Source: an optimization exercise on an open RTL-to-GDS flow (aim: small area and a short achievable clock period). Production flows keep margins and buffers that such runs may drop.
Function was checked by simulation only, so behaviour that the tests miss may differ from the original.
Power figures rest on the tool's default switching activity, not on a simulated workload.

==> run a <==
==> flow/design.v <==
package cpu_pkg;
  localparam logic [5:0] OP_RTYPE = 6'b000000;
  localparam logic [5:0] OP_LW    = 6'b100011;
  localparam logic [5:0] OP_SW    = 6'b101011;
  localparam logic [5:0] OP_BEQ   = 6'b000100;
  localparam logic [5:0] OP_J     = 6'b000010;
  localparam logic [5:0] OP_JAL   = 6'b000011;
  localparam logic [5:0] OP_JR    = 6'b000101;  
  localparam logic [5:0] OP_ADDI  = 6'b001000;
  localparam logic [5:0] FUNCT_ADD = 6'b100000;
  localparam logic [5:0] FUNCT_SUB = 6'b100010;
  localparam logic [5:0] FUNCT_AND = 6'b100100;
  localparam logic [5:0] FUNCT_OR  = 6'b100101;
  localparam logic [5:0] FUNCT_SLT = 6'b101010;
endpackage
`timescale 1ns/100ps
module main_decoder (
  input  logic [5:0] opcode,
  input  logic [5:0] funct,
  input  logic       reset,
  output logic       sub,        
  output logic       sel_sum,    
  output logic       sel_addi,
  output logic       sel_and,
  output logic       sel_or,
  output logic       sel_slt,
  output logic       sel_mem,
  output logic       sel_link,
  output logic       reg_write,
  output logic       reg_dst,    
  output logic       mem_write,
  output logic       branch,
  output logic       jump,
  output logic       jump_reg,
  output logic       halted
);
  logic is_r, is_lw, is_sw, is_beq, is_j, is_jal, is_jr, is_addi;
  assign is_r    = (opcode == cpu_pkg::OP_RTYPE);
  assign is_lw   = (opcode == cpu_pkg::OP_LW);
  assign is_sw   = (opcode == cpu_pkg::OP_SW);
  assign is_beq  = (opcode == cpu_pkg::OP_BEQ);
  assign is_j    = (opcode == cpu_pkg::OP_J);
  assign is_jal  = (opcode == cpu_pkg::OP_JAL);
  assign is_jr   = (opcode == cpu_pkg::OP_JR);
  assign is_addi = (opcode == cpu_pkg::OP_ADDI);
  assign sub     = opcode[2] | funct[1];
  assign sel_addi = is_addi;
  assign sel_sum  = (is_r & ((funct == cpu_pkg::FUNCT_ADD) | (funct == cpu_pkg::FUNCT_SUB)));
  assign sel_and  = is_r & (funct == cpu_pkg::FUNCT_AND);
  assign sel_or   = is_r & (funct == cpu_pkg::FUNCT_OR);
  assign sel_slt  = is_r & (funct == cpu_pkg::FUNCT_SLT);
  assign sel_mem  = is_lw;
  assign sel_link = is_jal;
  assign reg_write = ~reset & (is_r | is_addi | is_lw | is_jal);
  assign reg_dst   = is_r;
  assign mem_write = ~reset & is_sw;
  assign branch    = is_beq;
  assign jump      = is_j | is_jal;
  assign jump_reg  = is_jr;
  assign halted    = ~(is_r | is_lw | is_sw | is_beq | is_j | is_jal | is_jr | is_addi);
endmodule
`timescale 1ns/100ps
module prefix_add (
  input  logic [31:0] a,
  input  logic [31:0] b,
  input  logic        cin,
  output logic [31:0] sum
);
  logic [31:0] p, g, pp, c;
  assign p = a ^ b;
  always_comb begin
    g  = a & b;
    pp = p;
    g[0] = g[0] | (p[0] & cin);
    for (int l = 1; l < 32; l = l * 2) begin
      for (int i = 0; i < 32; i++) begin
        if ((i / l) % 2 == 1) begin
          g[i]  = g[i] | (pp[i] & g[(i / l) * l - 1]);
          pp[i] = pp[i] & pp[(i / l) * l - 1];
        end
      end
    end
    c = {g[30:0], cin};
  end
  assign sum = p ^ c;
endmodule
`timescale 1ns/100ps
module cpu_top (
  input  logic        clk,
  input  logic        reset,
  input  logic [31:0] imem_data,
  input  logic [31:0] dmem_rdata,
  output logic [31:0] imem_addr,
  output logic [31:0] dmem_addr,
  output logic [31:0] dmem_wdata,
  output logic        dmem_we,
  output logic        halted
);
  logic sub, sel_sum, sel_addi, sel_and, sel_or, sel_slt, sel_mem, sel_link;
  logic reg_write, reg_dst, mem_write, branch, jump, jump_reg;
  main_decoder u_main_decoder (
    .opcode (imem_data[31:26]), .funct (imem_data[5:0]), .reset (reset),
    .sub (sub), .sel_sum (sel_sum), .sel_addi (sel_addi), .sel_and (sel_and),
    .sel_or (sel_or), .sel_slt (sel_slt), .sel_mem (sel_mem), .sel_link (sel_link),
    .reg_write (reg_write), .reg_dst (reg_dst), .mem_write (mem_write),
    .branch (branch), .jump (jump), .jump_reg (jump_reg), .halted (halted)
  );
  logic [4:0]  rs, rt, rd, write_addr;
  logic [31:0] imm_ext, rs_data, rt_data, sum, addr, write_data;
  logic [31:0] pc, pc_plus4, branch_target, pc_next;
  logic        zero;
  assign rs      = imem_data[25:21];
  assign rt      = imem_data[20:16];
  assign rd      = imem_data[15:11];
  assign imm_ext = {{16{imem_data[15]}}, imem_data[15:0]};
  logic [31:1][31:0] regs;
  logic [31:1]       valid;
  logic [31:1]       wsel, rsel1, rsel2;
  assign write_addr = sel_link ? 5'd31 : (reg_dst ? rd : rt);
  always_comb begin
    for (int i = 1; i < 32; i++) begin
      wsel[i]  = reg_write & (write_addr == 5'(i));
      rsel1[i] = valid[i] & (rs == 5'(i));
      rsel2[i] = valid[i] & (rt == 5'(i));
    end
  end
  always_ff @(posedge clk) begin
    if (reset) valid <= '0;
    else       valid <= valid | wsel;
  end
  for (genvar i = 1; i < 32; i++) begin : g_reg
    always_ff @(posedge clk) begin
      if (wsel[i]) regs[i] <= write_data;
    end
  end
  always_comb begin
    rs_data = '0;
    rt_data = '0;
    for (int i = 1; i < 32; i++) begin
      rs_data = rs_data | ({32{rsel1[i]}} & regs[i]);
      rt_data = rt_data | ({32{rsel2[i]}} & regs[i]);
    end
  end
  prefix_add u_add_rr (.a (rs_data), .b (rt_data ^ {32{sub}}), .cin (sub), .sum (sum));
  prefix_add u_add_ri (.a (rs_data), .b (imm_ext), .cin (1'b0), .sum (addr));
  assign zero = (sum == 32'd0);
  assign write_data = ({32{sel_sum}}  & sum)
                    | ({32{sel_addi}} & addr)
                    | ({32{sel_and}}  & (rs_data & rt_data))
                    | ({32{sel_or}}   & (rs_data | rt_data))
                    | ({32{sel_mem}}  & dmem_rdata)
                    | ({32{sel_link}} & pc_plus4)
                    | {31'd0, sel_slt & sum[31]};
  assign pc_plus4      = pc + 32'd4;
  assign branch_target = pc_plus4 + {imm_ext[29:0], 2'b00};
  always_comb begin
    if (halted)              pc_next = pc;
    else if (jump_reg)       pc_next = rs_data;
    else if (jump)           pc_next = {pc_plus4[31:28], imem_data[25:0], 2'b00};
    else if (branch & zero)  pc_next = branch_target;
    else                     pc_next = pc_plus4;
  end
  always_ff @(posedge clk) begin
    if (reset) pc <= '0;
    else       pc <= pc_next;
  end
  assign imem_addr  = pc;
  assign dmem_addr  = addr;       
  assign dmem_wdata = rt_data;
  assign dmem_we    = mem_write;
endmodule
==> flow/flow/run.sh <==
#!/bin/bash
set -euo pipefail
cd "$(dirname "$0")/.."
CTS="-sink_clustering_enable -repair_clock_nets -dont_use_dummy_load"
CTS="$CTS -sink_clustering_size 30 -sink_clustering_max_diameter 80"
CTS="$CTS -buf_list {sky130_fd_sc_hd__clkbuf_8 sky130_fd_sc_hd__clkbuf_16}"
bash standard.sh "CTS_ARGS=$CTS" finish > standard_flow.log 2>&1
==> flow/standard.sh <==
#!/bin/bash
# synth_recipe.tcl (not shown) runs the flow's synth.tcl, then flattens the netlist and writes it again
# the make line also repeats each setting of config.mk as NAME=value (left out here)
make -C /OpenROAD-flow-scripts/flow DESIGN_CONFIG=/design/flow/config.mk WORK_HOME=/design/flow/orfs CLKGATE_MAP_FILE= SYNTH_SCRIPT=/design/flow/synth_recipe.tcl "${@:-finish}"
==> flow/config.mk <==
export PLATFORM = sky130hd
export DESIGN_NAME = cpu_top
export DESIGN_NICKNAME = cpu_top
export VERILOG_FILES = /design/flow/design.v
export SDC_FILE = /design/flow/constraint.sdc
export NUM_CORES = 4
export LEC_CHECK = 0
export CAP_MARGIN = 20
export CORE_MARGIN = 2
export CORE_UTILIZATION = 35
export CTS_BUF_LIST = sky130_fd_sc_hd__clkbuf_8 sky130_fd_sc_hd__clkbuf_16
export CTS_CLUSTER_DIAMETER = 80
export CTS_CLUSTER_SIZE = 30
export PLACE_DENSITY = 0.42
export SETUP_SLACK_MARGIN = 3
export SLEW_MARGIN = 20
export SYNTH_HIERARCHICAL = 1
export SYNTH_MINIMUM_KEEP_SIZE = 100
export TNS_END_PERCENT = 10
==> flow/constraint.sdc <==
create_clock -name core_clock -period 12.0 [get_ports {clk}]
set_input_delay 2.4000 -clock core_clock [delete_from_list [all_inputs] [get_ports {clk}]]
set_output_delay 2.4000 -clock core_clock [all_outputs]
set_load 0.01 [all_outputs]
==> run b: changes against run a <==
==> flow/design.v (replaced) <==
package cpu_pkg;
  localparam logic [5:0] OP_RTYPE = 6'b000000;
  localparam logic [5:0] OP_LW    = 6'b100011;
  localparam logic [5:0] OP_SW    = 6'b101011;
  localparam logic [5:0] OP_BEQ   = 6'b000100;
  localparam logic [5:0] OP_J     = 6'b000010;
  localparam logic [5:0] OP_JAL   = 6'b000011;
  localparam logic [5:0] OP_JR    = 6'b000101;  
  localparam logic [5:0] OP_ADDI  = 6'b001000;
  localparam logic [5:0] FUNCT_ADD = 6'b100000;
  localparam logic [5:0] FUNCT_SUB = 6'b100010;
  localparam logic [5:0] FUNCT_AND = 6'b100100;
  localparam logic [5:0] FUNCT_OR  = 6'b100101;
  localparam logic [5:0] FUNCT_SLT = 6'b101010;
endpackage
`timescale 1ns/100ps
module main_decoder (
  input  logic [5:0] opcode,
  input  logic [5:0] funct,
  input  logic       reset,
  output logic       alu_src,    
  output logic       sub,        
  output logic       sel_sum,    
  output logic       sel_and,
  output logic       sel_or,
  output logic       sel_slt,
  output logic       sel_mem,
  output logic       sel_link,
  output logic       reg_write,
  output logic       reg_dst,    
  output logic       mem_write,
  output logic       branch,
  output logic       jump,
  output logic       jump_reg,
  output logic       halted
);
  logic is_r, is_lw, is_sw, is_beq, is_j, is_jal, is_jr, is_addi;
  assign is_r    = (opcode == cpu_pkg::OP_RTYPE);
  assign is_lw   = (opcode == cpu_pkg::OP_LW);
  assign is_sw   = (opcode == cpu_pkg::OP_SW);
  assign is_beq  = (opcode == cpu_pkg::OP_BEQ);
  assign is_j    = (opcode == cpu_pkg::OP_J);
  assign is_jal  = (opcode == cpu_pkg::OP_JAL);
  assign is_jr   = (opcode == cpu_pkg::OP_JR);
  assign is_addi = (opcode == cpu_pkg::OP_ADDI);
  assign alu_src = opcode[5] | opcode[3];
  assign sub     = ~alu_src & (opcode[2] | funct[1]);
  assign sel_sum  = is_addi | (is_r & ((funct == cpu_pkg::FUNCT_ADD) | (funct == cpu_pkg::FUNCT_SUB)));
  assign sel_and  = is_r & (funct == cpu_pkg::FUNCT_AND);
  assign sel_or   = is_r & (funct == cpu_pkg::FUNCT_OR);
  assign sel_slt  = is_r & (funct == cpu_pkg::FUNCT_SLT);
  assign sel_mem  = is_lw;
  assign sel_link = is_jal;
  assign reg_write = ~reset & (is_r | is_addi | is_lw | is_jal);
  assign reg_dst   = is_r;
  assign mem_write = ~reset & is_sw;
  assign branch    = is_beq;
  assign jump      = is_j | is_jal;
  assign jump_reg  = is_jr;
  assign halted    = ~(is_r | is_lw | is_sw | is_beq | is_j | is_jal | is_jr | is_addi);
endmodule
`timescale 1ns/100ps
module alu (
  input  logic [31:0] a,
  input  logic [31:0] b,
  input  logic        sub,
  output logic [31:0] sum
);
  logic [31:0] bb, p, g, pp, c;
  assign bb = b ^ {32{sub}};
  assign p  = a ^ bb;
  always_comb begin
    g  = a & bb;
    pp = p;
    g[0] = g[0] | (p[0] & sub);    
    for (int l = 1; l < 32; l = l * 2) begin
      for (int i = 0; i < 32; i++) begin
        if ((i / l) % 2 == 1) begin
          g[i]  = g[i] | (pp[i] & g[(i / l) * l - 1]);
          pp[i] = pp[i] & pp[(i / l) * l - 1];
        end
      end
    end
    c = {g[30:0], sub};
  end
  assign sum = p ^ c;
endmodule
`timescale 1ns/100ps
module reg_file (
  input  logic        clk,
  input  logic        reset,
  input  logic        write_en,
  input  logic [4:0]  read_addr1,
  input  logic [4:0]  read_addr2,
  input  logic [4:0]  write_addr,
  input  logic [31:0] write_data,
  output logic [31:0] read_data1,
  output logic [31:0] read_data2
);
  logic [31:1][31:0] regs;
  logic [31:1]       valid;
  logic [31:1]       wsel, rsel1, rsel2;
  always_comb begin
    for (int i = 1; i < 32; i++) begin
      wsel[i]  = write_en & (write_addr == 5'(i));
      rsel1[i] = valid[i] & (read_addr1 == 5'(i));
      rsel2[i] = valid[i] & (read_addr2 == 5'(i));
    end
  end
  always_ff @(posedge clk) begin
    if (reset) valid <= '0;
    else       valid <= valid | wsel;
  end
  for (genvar i = 1; i < 32; i++) begin : g_reg
    always_ff @(posedge clk) begin
      if (wsel[i]) regs[i] <= write_data;
    end
  end
  always_comb begin
    read_data1 = '0;
    read_data2 = '0;
    for (int i = 1; i < 32; i++) begin
      read_data1 = read_data1 | ({32{rsel1[i]}} & regs[i]);
      read_data2 = read_data2 | ({32{rsel2[i]}} & regs[i]);
    end
  end
endmodule
`timescale 1ns/100ps
module pc_unit (
  input  logic        clk,
  input  logic        reset,
  input  logic        hold,
  input  logic        branch_taken,
  input  logic        jump,
  input  logic        jump_reg,
  input  logic [15:0] imm,
  input  logic [25:0] jump_index,
  input  logic [31:0] reg_target,
  output logic [31:0] pc,
  output logic [31:0] pc_plus4
);
  logic [31:0] branch_target, pc_next;
  assign pc_plus4      = pc + 32'd4;
  assign branch_target = pc_plus4 + {{14{imm[15]}}, imm, 2'b00};
  always_comb begin
    if (hold)              pc_next = pc;
    else if (jump_reg)     pc_next = reg_target;
    else if (jump)         pc_next = {pc_plus4[31:28], jump_index, 2'b00};
    else if (branch_taken) pc_next = branch_target;
    else                   pc_next = pc_plus4;
  end
  always_ff @(posedge clk) begin
    if (reset) pc <= '0;
    else       pc <= pc_next;
  end
endmodule
`timescale 1ns/100ps
module datapath (
  input  logic        clk,
  input  logic        reset,
  input  logic [31:0] imem_data,
  input  logic [31:0] dmem_rdata,
  input  logic        alu_src,
  input  logic        sub,
  input  logic        sel_sum,
  input  logic        sel_and,
  input  logic        sel_or,
  input  logic        sel_slt,
  input  logic        sel_mem,
  input  logic        sel_link,
  input  logic        reg_write,
  input  logic        reg_dst,
  input  logic        mem_write,
  input  logic        branch,
  input  logic        jump,
  input  logic        jump_reg,
  input  logic        halted,
  output logic [31:0] imem_addr,
  output logic [31:0] dmem_addr,
  output logic [31:0] dmem_wdata,
  output logic        dmem_we
);
  logic [4:0]  rs, rt, rd, write_addr;
  logic [31:0] imm_ext, rs_data, rt_data, alu_b, sum, write_data, pc_plus4;
  logic        zero;
  assign rs      = imem_data[25:21];
  assign rt      = imem_data[20:16];
  assign rd      = imem_data[15:11];
  assign imm_ext = {{16{imem_data[15]}}, imem_data[15:0]};
  assign write_addr = sel_link ? 5'd31 : (reg_dst ? rd : rt);
  reg_file u_reg_file (
    .clk (clk), .reset (reset), .write_en (reg_write),
    .read_addr1 (rs), .read_addr2 (rt), .write_addr (write_addr),
    .write_data (write_data), .read_data1 (rs_data), .read_data2 (rt_data)
  );
  assign alu_b = alu_src ? imm_ext : rt_data;
  alu u_alu (.a (rs_data), .b (alu_b), .sub (sub), .sum (sum));
  assign zero = (sum == 32'd0);
  assign write_data = ({32{sel_sum}}  & sum)
                    | ({32{sel_and}}  & (rs_data & rt_data))
                    | ({32{sel_or}}   & (rs_data | rt_data))
                    | ({32{sel_mem}}  & dmem_rdata)
                    | ({32{sel_link}} & pc_plus4)
                    | {31'd0, sel_slt & sum[31]};
  pc_unit u_pc_unit (
    .clk (clk), .reset (reset), .hold (halted),
    .branch_taken (branch & zero), .jump (jump), .jump_reg (jump_reg),
    .imm (imem_data[15:0]), .jump_index (imem_data[25:0]), .reg_target (rs_data),
    .pc (imem_addr), .pc_plus4 (pc_plus4)
  );
  assign dmem_addr  = sum;        
  assign dmem_wdata = rt_data;
  assign dmem_we    = mem_write;
endmodule
`timescale 1ns/100ps
module cpu_top (
  input  logic        clk,
  input  logic        reset,
  input  logic [31:0] imem_data,
  input  logic [31:0] dmem_rdata,
  output logic [31:0] imem_addr,
  output logic [31:0] dmem_addr,
  output logic [31:0] dmem_wdata,
  output logic        dmem_we,
  output logic        halted
);
  logic alu_src, sub, sel_sum, sel_and, sel_or, sel_slt, sel_mem, sel_link;
  logic reg_write, reg_dst, mem_write, branch, jump, jump_reg;
  main_decoder u_main_decoder (
    .opcode (imem_data[31:26]), .funct (imem_data[5:0]), .reset (reset),
    .alu_src (alu_src), .sub (sub), .sel_sum (sel_sum), .sel_and (sel_and),
    .sel_or (sel_or), .sel_slt (sel_slt), .sel_mem (sel_mem), .sel_link (sel_link),
    .reg_write (reg_write), .reg_dst (reg_dst), .mem_write (mem_write),
    .branch (branch), .jump (jump), .jump_reg (jump_reg), .halted (halted)
  );
  datapath u_datapath (
    .clk (clk), .reset (reset), .imem_data (imem_data), .dmem_rdata (dmem_rdata),
    .alu_src (alu_src), .sub (sub), .sel_sum (sel_sum), .sel_and (sel_and),
    .sel_or (sel_or), .sel_slt (sel_slt), .sel_mem (sel_mem), .sel_link (sel_link),
    .reg_write (reg_write), .reg_dst (reg_dst), .mem_write (mem_write),
    .branch (branch), .jump (jump), .jump_reg (jump_reg), .halted (halted),
    .imem_addr (imem_addr), .dmem_addr (dmem_addr), .dmem_wdata (dmem_wdata),
    .dmem_we (dmem_we)
  );
endmodule
==> flow/flow/run.sh (replaced) <==
#!/bin/bash
set -euo pipefail
cd "$(dirname "$0")/.."
CTS="-sink_clustering_enable -repair_clock_nets -dont_use_dummy_load"
CTS="$CTS -sink_clustering_size 30 -sink_clustering_max_diameter 80"
CTS="$CTS -buf_list {sky130_fd_sc_hd__clkbuf_8 sky130_fd_sc_hd__clkbuf_16}"
bash standard.sh "CTS_ARGS=$CTS" RECOVER_POWER=50 finish > standard_flow.log 2>&1
--- a/flow/config.mk
+++ b/flow/config.mk
@@ -15,5 +15,3 @@
 export SETUP_SLACK_MARGIN = 3
 export SLEW_MARGIN = 20
-export SYNTH_HIERARCHICAL = 1
-export SYNTH_MINIMUM_KEEP_SIZE = 100
-export TNS_END_PERCENT = 10
+export TNS_END_PERCENT = 5
==> comparison table <==
                                                                                                                         run b                   run a
Result of the run                                                                                   complete, but fails checks  timing/DRC/antenna clean
Layout check failures                                                          max-capacitance violations, max-slew violations                       -
Power dissipated in the clock network                                                                                  2.24 mW                 2.32 mW
Final Core Density                                                                                                       0.419                   0.420
Number of buffer and inverter instances along the worst setup path                                                           4                       9
Area of the mapped netlist                                                                                           49300 µm²               51300 µm²
Worst path most repeated cell                                                                         sky130_fd_sc_hd__o21ai_0  sky130_fd_sc_hd__buf_4
Setup slack, reg-to-reg                                                                                                4.11 ns                 4.87 ns
Fraction of the mapped netlist area in adder cells                                                                      0.0239                  0.0265
First-pass GRT wire length                                                                                              398 mm                  399 mm
Number of cells on the critical path                                                                                        12                      21
Switching power summed over all nets                                                                                   1.46 mW                 1.47 mW
Basic-gate share of the synthesized area counting and, or, nand and nor cells                                           0.0965                   0.114
Max-slew violation count                                                                                                  1068                       0
Synth Instances                                                                                                           3741                    4098

[static timing again, ports no longer ideal]
How much do the figures lean on ideal ports? The routed layouts below were timed once more, with nothing changed but the port constraints. Step 1 assumes that a clkbuf_16 drives the clock port and a buf_2 every other input. Step 2 adds t to the input delays and takes it off the output delays; t is the mean of the earliest and latest rising clock arrival at the registers after step 1. Input paths then give back, and output paths get back, about the clock's delay inside the block. a / b / c = no drivers / after step 1 / after step 2; a / b = the first two.
run | t (ns) | setup WS [ns] | cell pins on the clock port's net
run a | 0.767 | 2.827 / 2.762 / 2.328 | 1
run b | 0.766 | 1.419 / 1.393 / 1.183 | 1
The setup slack of run a, which loses most, moves by -0.065 ns with the drivers and by -0.499 ns with both steps.
